Source: an optimization exercise on an open RTL-to-GDS flow (aim: a short achievable clock period and few clock cycles per item). Production flows keep margins and buffers that such runs may drop.
At most, simulation tests tie the RTL to the original design; equivalence was not proved.
Power is estimated from default activity; no workload was simulated.

==> job 9457 <==
// jump_trajectory_profiler_top
module jump_trajectory_profiler_top #(
    parameter int POS_BITS  = POS_BITS_DEF,
    parameter int FRAC_BITS = FRAC_BITS_DEF,
    localparam int CFG_W    = (POS_BITS > TICK_W) ? POS_BITS : TICK_W
) (
    input  logic                       i_clk,
    input  logic                       i_rst_n,
    input  logic                       i_cfg_wr_en,
    input  logic [CFG_IDX_W-1:0]       i_cfg_addr,
    input  logic [CFG_W-1:0]           i_cfg_wr_data,
    input  logic                       i_in_valid,
    output logic                       o_in_stall,
    input  logic                       i_command,
    input  logic signed [POS_BITS-1:0] i_start_height,
    output logic                       o_out_valid,
    input  logic                       i_out_stall,
    output logic signed [POS_BITS-1:0] o_target_x,
    output logic signed [POS_BITS-1:0] o_target_z,
    output logic [PHASE_W-1:0]         o_phase
);
    localparam int CAP = 13;    
    localparam int FAW = 4;
    logic r_rst_d;       
  ...
export LEC_CHECK = 0
export CAP_MARGIN = 20
export CORE_MARGIN = 2
export CORE_UTILIZATION = 40
export SLEW_MARGIN = 20
create_clock -name core_clock -period 10.0 [get_ports {i_clk}]
standard.sh (not shown) runs the stock make flow with config.mk's settings and CLKGATE_MAP_FILE= SYNTH_SCRIPT=/design/flow/synth_recipe.tcl, a recipe that flattens the netlist after the stock synthesis.
==> flow/flow/run.sh <==
#!/bin/bash
set -euo pipefail
MARGIN=$(cat flow/margin.txt)
bash standard.sh SETUP_SLACK_MARGIN=$MARGIN finish > standard_flow.log 2>&1
==> flow/flow/margin.txt <==
6.0
==> inputs of job 8971, as changes to job 9457 <==
==> flow/run.sh (new file) <==
#!/bin/bash
# synth_recipe.tcl (not shown) runs the flow's synth.tcl, then flattens the netlist and writes it again
# the make line also repeats each setting of config.mk as NAME=value (left out here)
make -C /OpenROAD-flow-scripts/flow DESIGN_CONFIG=/design/flow/config.mk WORK_HOME=/design/flow/orfs CLKGATE_MAP_FILE= SYNTH_SCRIPT=/design/flow/synth_recipe.tcl finish
removed: flow/flow/run.sh
removed: flow/flow/margin.txt
removed: flow/standard.sh
==> notes.md <==
- In job 8971 the fmax is smaller than in job 9457, by 28%.
- In job 9457 the global-route usage is higher than in job 8971, by 0.15 points.
- In job 8971 the final cell count is smaller than in job 9457, by about 1.3%.
- In job 8971 the count of clock-buffer cells in the layout is higher than in job 9457, by 21.
- Between job 8971 and job 9457, the lower routed wire length is in job 8971 (gap about 1.8%, measured against job 9457).
- Critical path depth is the same in job 8971 and job 9457.
- Against job 8971, the setup slack of job 9457 is better by 1.7 ns.
- In job 9457 the hold slack is worse than in job 8971, by 0.026 ns.
- Job 8971 went through all stages and came out clean. Job 9457 completed without violations.
- In job 9457 the first-iteration DRC count is lower than in job 8971, by 5.4%.
- In job 8971 the via count is smaller than in job 9457, by 1.7%.
- In clock power, job 9457 and job 8971 hardly differ.
Testbench counts of job 9457, summed over its fixed seeds: cycles 8,374, items 7,934.
Testbench counts of job 8971, summed over its fixed seeds: cycles 8,374, items 7,934.

---

==> job 4574 <==
jump_trajectory_profiler_top, a different RTL version from the one above (not shown whole).
export LEC_CHECK = 0
export CAP_MARGIN = 20
export CORE_MARGIN = 2
export CORE_UTILIZATION = 40
export SLEW_MARGIN = 20
create_clock -name core_clock -period 10.0 [get_ports {i_clk}]
==> flow/flow/run.sh <==
#!/bin/bash
set -euo pipefail
read -r -a ARGS < flow/make_args.txt
bash standard.sh "${ARGS[@]}" finish > standard_flow.log 2>&1
==> flow/flow/make_args.txt <==
SETUP_SLACK_MARGIN=6.9 CTS_CLUSTER_SIZE=30 CTS_CLUSTER_DIAMETER=120
==> inputs of job 5995, as changes to job 4574 <==
--- a/flow/design.v
+++ b/flow/design.v
@@ -134,73 +134,138 @@
         r_dz_rise  <= {r_rh[17], r_rh} - {r_ch[17], r_ch};
         r_ndx_land <= 19'd0 - {r_bd[17], r_bd};
     end
     logic [19:0] r_kc [1:7];
     logic [19:0] w_xc;
     assign w_xc = 20'(r_c);
-    logic [19:0] r_c3, r_c5, r_c7;
+    logic [19:0] w_c3a, w_c3b;
+    assign w_c3a = (w_xc << 1);
+    assign w_c3b = (w_xc << 0);
+    logic [10:0] r_c3_lo;
+    logic [19:0] r_c3;
+    always_ff @(posedge i_clk) begin
+        r_c3_lo <= {1'b0, w_c3a[9:0]} + {1'b0, w_c3b[9:0]} + 11'(0);
+        r_c3    <= {w_c3a[19:10] + w_c3b[19:10] + 10'(r_c3_lo[10]), r_c3_lo[9:0]};
+    end
+    logic [19:0] w_c5a, w_c5b;
+    assign w_c5a = (w_xc << 2);
+    assign w_c5b = (w_xc << 0);
+    logic [10:0] r_c5_lo;
+    logic [19:0] r_c5;
+    always_ff @(posedge i_clk) begin
+        r_c5_lo <= {1'b0, w_c5a[9:0]} + {1'b0, w_c5b[9:0]} + 11'(0);
+        r_c5    <= {w_c5a[19:10] + w_c5b[19:10] + 10'(r_c5_lo[10]), r_c5_lo[9:0]};
+    end
+    logic [19:0] w_c7a, w_c7b;
+    assign w_c7a = (w_xc << 3);
+    assign w_c7b = ~(w_xc << 0);
+    logic [10:0] r_c7_lo;
+    logic [19:0] r_c7;
     always_ff @(posedge i_clk) begin
-        r_c3 <= (w_xc << 1) + w_xc;
-        r_c5 <= (w_xc << 2) + w_xc;
-        r_c7 <= (w_xc << 3) - w_xc;
+        r_c7_lo <= {1'b0, w_c7a[9:0]} + {1'b0, w_c7b[9:0]} + 11'(1);
+        r_c7    <= {w_c7a[19:10] + w_c7b[19:10] + 10'(r_c7_lo[10]), r_c7_lo[9:0]};
     end
     assign r_kc[1] = w_xc;
     assign r_kc[2] = w_xc << 1;
     assign r_kc[3] = r_c3;
     assign r_kc[4] = w_xc << 2;
     assign r_kc[5] = r_c5;
     assign r_kc[6] = r_c3 << 1;
     assign r_kc[7] = r_c7;
     logic [19:0] r_kl [1:7];
     logic [19:0] w_xl;
     assign w_xl = 20'(r_l);
-    logic [19:0] r_l3, r_l5, r_l7;
+    logic [19:0] w_l3a, w_l3b;
+    assign w_l3a = (w_xl << 1);
+    assign w_l3b = (w_xl << 0);
+    logic [10:0] r_l3_lo;
+    logic [19:0] r_l3;
+    always_ff @(posedge i_clk) begin
+        r_l3_lo <= {1'b0, w_l3a[9:0]} + {1'b0, w_l3b[9:0]} + 11'(0);
+        r_l3    <= {w_l3a[19:10] + w_l3b[19:10] + 10'(r_l3_lo[10]), r_l3_lo[9:0]};
+    end
+    logic [19:0] w_l5a, w_l5b;
+    assign w_l5a = (w_xl << 2);
+    assign w_l5b = (w_xl << 0);
+    logic [10:0] r_l5_lo;
+    logic [19:0] r_l5;
+    always_ff @(posedge i_clk) begin
+        r_l5_lo <= {1'b0, w_l5a[9:0]} + {1'b0, w_l5b[9:0]} + 11'(0);
+        r_l5    <= {w_l5a[19:10] + w_l5b[19:10] + 10'(r_l5_lo[10]), r_l5_lo[9:0]};
+    end
+    logic [19:0] w_l7a, w_l7b;
+    assign w_l7a = (w_xl << 3);
+    assign w_l7b = ~(w_xl << 0);
+    logic [10:0] r_l7_lo;
+    logic [19:0] r_l7;
     always_ff @(posedge i_clk) begin
-        r_l3 <= (w_xl << 1) + w_xl;
-        r_l5 <= (w_xl << 2) + w_xl;
-        r_l7 <= (w_xl << 3) - w_xl;
+        r_l7_lo <= {1'b0, w_l7a[9:0]} + {1'b0, w_l7b[9:0]} + 11'(1);
+        r_l7    <= {w_l7a[19:10] + w_l7b[19:10] + 10'(r_l7_lo[10]), r_l7_lo[9:0]};
     end
     assign r_kl[1] = w_xl;
     assign r_kl[2] = w_xl << 1;
     assign r_kl[3] = r_l3;
     assign r_kl[4] = w_xl << 2;
     assign r_kl[5] = r_l5;
     assign r_kl[6] = r_l3 << 1;
     assign r_kl[7] = r_l7;
     logic [19:0] r_kd [1:7];
     logic [19:0] w_xd;
     assign w_xd = 20'(r_d);
-    logic [19:0] r_d3, r_d5, r_d7;
+    logic [19:0] w_d3a, w_d3b;
+    assign w_d3a = (w_xd << 1);
+    assign w_d3b = (w_xd << 0);
+    logic [10:0] r_d3_lo;
+    logic [19:0] r_d3;
+    always_ff @(posedge i_clk) begin
+        r_d3_lo <= {1'b0, w_d3a[9:0]} + {1'b0, w_d3b[9:0]} + 11'(0);
+        r_d3    <= {w_d3a[19:10] + w_d3b[19:10] + 10'(r_d3_lo[10]), r_d3_lo[9:0]};
+    end
+    logic [19:0] w_d5a, w_d5b;
+    assign w_d5a = (w_xd << 2);
+    assign w_d5b = (w_xd << 0);
+    logic [10:0] r_d5_lo;
+    logic [19:0] r_d5;
+    always_ff @(posedge i_clk) begin
+        r_d5_lo <= {1'b0, w_d5a[9:0]} + {1'b0, w_d5b[9:0]} + 11'(0);
+        r_d5    <= {w_d5a[19:10] + w_d5b[19:10] + 10'(r_d5_lo[10]), r_d5_lo[9:0]};
+    end
+    logic [19:0] w_d7a, w_d7b;
+    assign w_d7a = (w_xd << 3);
+    assign w_d7b = ~(w_xd << 0);
+    logic [10:0] r_d7_lo;
+    logic [19:0] r_d7;
     always_ff @(posedge i_clk) begin
-        r_d3 <= (w_xd << 1) + w_xd;
-        r_d5 <= (w_xd << 2) + w_xd;
-        r_d7 <= (w_xd << 3) - w_xd;
+        r_d7_lo <= {1'b0, w_d7a[9:0]} + {1'b0, w_d7b[9:0]} + 11'(1);
+        r_d7    <= {w_d7a[19:10] + w_d7b[19:10] + 10'(r_d7_lo[10]), r_d7_lo[9:0]};
     end
     assign r_kd[1] = w_xd;
     assign r_kd[2] = w_xd << 1;
     assign r_kd[3] = r_d3;
     assign r_kd[4] = w_xd << 2;
     assign r_kd[5] = r_d5;
     assign r_kd[6] = r_d3 << 1;
     assign r_kd[7] = r_d7;
     logic       r_stall, r_ov;
-    logic [4:0] r_cnt, n_cnt;
+    logic [4:0] r_cnt, n_cnt, w_cnt_up, w_cnt_dn;
+    assign w_cnt_up = r_cnt + 5'd1;
+    assign w_cnt_dn = r_cnt - 5'd1;
     logic       w_acc, w_take, w_rst_any;
     assign w_acc     = i_in_valid && !r_stall;
     assign w_take    = r_ov && !i_out_stall;
     assign w_rst_any = !i_rst_n || r_rst_d;
     logic w_full;
     always_comb begin
         w_full = r_cnt >= 5'(CAP);
         if (w_acc && !w_take) w_full = r_cnt >= 5'(CAP - 1);
         if (!w_acc && w_take) w_full = r_cnt >= 5'(CAP + 1);
     end
     always_comb begin
         n_cnt = r_cnt;
-        if (w_acc && !w_take) n_cnt = r_cnt + 5'd1;
-        if (!w_acc && w_take) n_cnt = r_cnt - 5'd1;
+        if (w_acc && !w_take) n_cnt = w_cnt_up;
+        if (!w_acc && w_take) n_cnt = w_cnt_dn;
         if (w_rst_any) n_cnt = '0;
     end
     always_ff @(posedge i_clk) begin
         r_cnt   <= n_cnt;
         r_stall <= w_rst_any || r_rst_d2 || i_cfg_wr_en || r_wr_d || w_full;
     end
@@ -252,19 +317,21 @@
         end
     end
     logic        s1_v, s1_skip;
     logic [2:0]  s1_ph, s1_sel;
     logic [17:0] s1_entry;
     logic [16:0] s1_num;
+    logic [15:0] s1_den;
     always_ff @(posedge i_clk) begin
         s1_v     <= w_acc && !r_rst_d;
         s1_skip  <= !i_command || !w_lt;
         s1_ph    <= w_ph;
         s1_sel   <= w_sel;
         s1_entry <= r_entry;
         s1_num   <= w_num;
+        s1_den   <= ({16{w_sel[0]}} & r_c) | ({16{w_sel[1]}} & r_l) | ({16{w_sel[2]}} & r_d);
     end
     logic [0:0] s2_v;
     logic [0:0] s2_skip;
     logic [2:0] s2_ph;
     logic [17:0] s2_entry;
     always_ff @(posedge i_clk) begin
@@ -276,17 +343,15 @@
     logic [19:0] s2_mo1;
     logic [19:0] s2_mo3;
     logic [19:0] s2_mo5;
     logic [19:0] s2_mo7;
     logic [16:0] s2_num;
     logic        s2_sat;
-    logic [15:0] w_den;
-    assign w_den = ({16{s1_sel[0]}} & r_c) | ({16{s1_sel[1]}} & r_l) | ({16{s1_sel[2]}} & r_d);
     always_ff @(posedge i_clk) begin
         s2_num <= s1_num;
-        s2_sat <= s1_num >= {1'b0, w_den};
+        s2_sat <= s1_num >= {1'b0, s1_den};
         s2_mo1 <= ({20{s1_sel[0]}} & r_kc[1]) | ({20{s1_sel[1]}} & r_kl[1]) | ({20{s1_sel[2]}} & r_kd[1]);
         s2_mo3 <= ({20{s1_sel[0]}} & r_kc[3]) | ({20{s1_sel[1]}} & r_kl[3]) | ({20{s1_sel[2]}} & r_kd[3]);
         s2_mo5 <= ({20{s1_sel[0]}} & r_kc[5]) | ({20{s1_sel[1]}} & r_kl[5]) | ({20{s1_sel[2]}} & r_kd[5]);
         s2_mo7 <= ({20{s1_sel[0]}} & r_kc[7]) | ({20{s1_sel[1]}} & r_kl[7]) | ({20{s1_sel[2]}} & r_kd[7]);
     end
     logic [0:0] d1_v;
@@ -1165,20 +1230,25 @@
             r_held_z <= w_z;
         end
     end
     logic [38:0]    r_q [0:FD-1];
     logic [FAW-1:0] r_wp, r_rp;
     logic           r_ne;           
-    logic [FAW:0]   r_fc, n_fc;
+    logic [FAW:0]   r_fc, n_fc, w_fc_up, w_fc_dn;
+    logic           n_ne, w_fc_gt1;
+    assign w_fc_up  = r_fc + 1'b1;
+    assign w_fc_dn  = r_fc - 1'b1;
+    assign w_fc_gt1 = r_fc > (FAW+1)'(1);
     logic           w_free, w_load;
     assign w_free = !r_ov || !i_out_stall;
     assign w_load = w_free && (r_ne || w_res_v);
     always_comb begin
         n_fc = r_fc;
-        if (w_res_v && !w_load) n_fc = r_fc + 1'b1;
-        if (!w_res_v && w_load) n_fc = r_fc - 1'b1;
+        n_ne = r_ne;
+        if (w_res_v && !w_load) begin n_fc = w_fc_up; n_ne = 1'b1; end
+        if (!w_res_v && w_load) begin n_fc = w_fc_dn; n_ne = w_fc_gt1; end
     end
     always_ff @(posedge i_clk) begin
         if (w_res_v) r_q[r_wp] <= w_res;
     end
     always_ff @(posedge i_clk) begin
         if (w_rst_any) begin
@@ -1188,18 +1258,21 @@
             r_ne <= 1'b0;
             r_ov <= 1'b0;
         end else begin
             if (w_res_v) r_wp <= (r_wp == FAW'(FD - 1)) ? '0 : r_wp + 1'b1;
             if (w_load)  r_rp <= (r_rp == FAW'(FD - 1)) ? '0 : r_rp + 1'b1;
             r_fc <= n_fc;
-            r_ne <= (n_fc != '0);
+            r_ne <= n_ne;
             if (w_free) r_ov <= r_ne || w_res_v;
         end
     end
-    logic [38:0] r_out, w_out_n;
+    logic [38:0] r_out, r_out_b, w_out_n;
     assign w_out_n = r_ne ? r_q[r_rp] : w_res;
-    always_ff @(posedge i_clk) r_out <= ({39{w_free}} & w_out_n) | ({39{!w_free}} & r_out);
+    always_ff @(posedge i_clk) begin
+        r_out   <= w_free ? w_out_n : r_out_b;
+        r_out_b <= w_free ? w_out_n : r_out;
+    end
     assign o_out_valid = r_ov;
     assign o_target_x  = r_out[38:21];
     assign o_target_z  = r_out[20:3];
     assign o_phase     = r_out[2:0];
 endmodule
==> flow/flow/make_args.txt (replaced) <==
SETUP_SLACK_MARGIN=6.9 CTS_CLUSTER_SIZE=25 CTS_CLUSTER_DIAMETER=100 MATCH_CELL_FOOTPRINT=0
==> metrics.cfg <==
[outcome]
outcome = complete, no violations

[pwr]
powerDensity_nw_per_um2 = 276
p_sw_w = 0.0198

[critical_path]
crit_end = o_target_z[3]
r2r_slack_ns = 6.54
cp_slowest_cell = dfxtp_4
r2r-start = r_tick[0]
r2r-end = s1_den[0]

[place]
pre_cts_ws_ns = 4.88

[final_layout]
clk_share_pct = 2.62
ff_latch_area_um2 = 73600
design.seq.count = 3245
num_antenna_cells = 19
multi_input_gates = 9072
clkbuf_count = 209

[floorplan]
nWellTaps = 5287

[logic_synthesis]
synth.distinct_cells = 109
yosysSeqAreaShare_pct = 45.2

[global_route]
grt_antenna_before_repair = 24

[timing]
fmax_mhz = 288

[end of results for job 5995]
==> metrics.cfg <==
[critical_path]
r2r-start = r_l[1]
r2r-end = r_kl[3][16]
cp_slowest_cell = edfxtp_1
r2r_slack_ns = 6.59

[outcome]
outcome = complete, no violations

[place]
pre_cts_ws_ns = 5.19

[global_route]
grt_antenna_before_repair = 35

[floorplan]
nWellTaps = 5197

[final_layout]
ff_latch_area_um2 = 71000
clkbuf_count = 167

[end of results for job 4574]
Testbench counts of job 4574, summed over its fixed seeds: cycles 8,518, items 7,934.
No functional check of the RTL was part of job 5995.

what the ideal ports hide:
Ports are ideal in the flow. The routed layouts listed here were re-timed in OpenROAD.
Step 1: set_driving_cell puts a clkbuf_16 on i_clk and a buf_2 on each other input, an assumption about the parent block.
Step 2, shift: input delay + t, output delay - t, t = (earliest + latest rising clock arrival at the registers) / 2. This alone moves slack from input paths to output paths.
a / b / c = no drivers / after step 1 / after step 2; a / b = the first two.
run | t (ns) | slack for setup (ns) | worst hold slack (ns) | worst setup path at the end | cell pins on the clock port's net
job 9457 | 1.093 | 5.785 / 5.785 / 5.205 | 0.287 / 0.287 / 0.287 | input to register | 1
job 8971 | 1.067 | 4.131 / 4.131 / 4.131 | 0.313 / 0.313 / 0.313 | register to register | 1
job 4574 | 1.063 | 6.372 / 6.263 / 5.836 | 0.235 / 0.235 / 0.235 | input to register | 1
job 5995 | 1.016 | 6.530 / 6.418 / 5.945 | 0.308 / 0.308 / 0.308 | input to register | 1
After both steps setup and hold are still met in every run listed. For job 5995, which loses most, drivers alone change the setup slack by -0.112 ns; drivers and shift together by -0.585 ns.
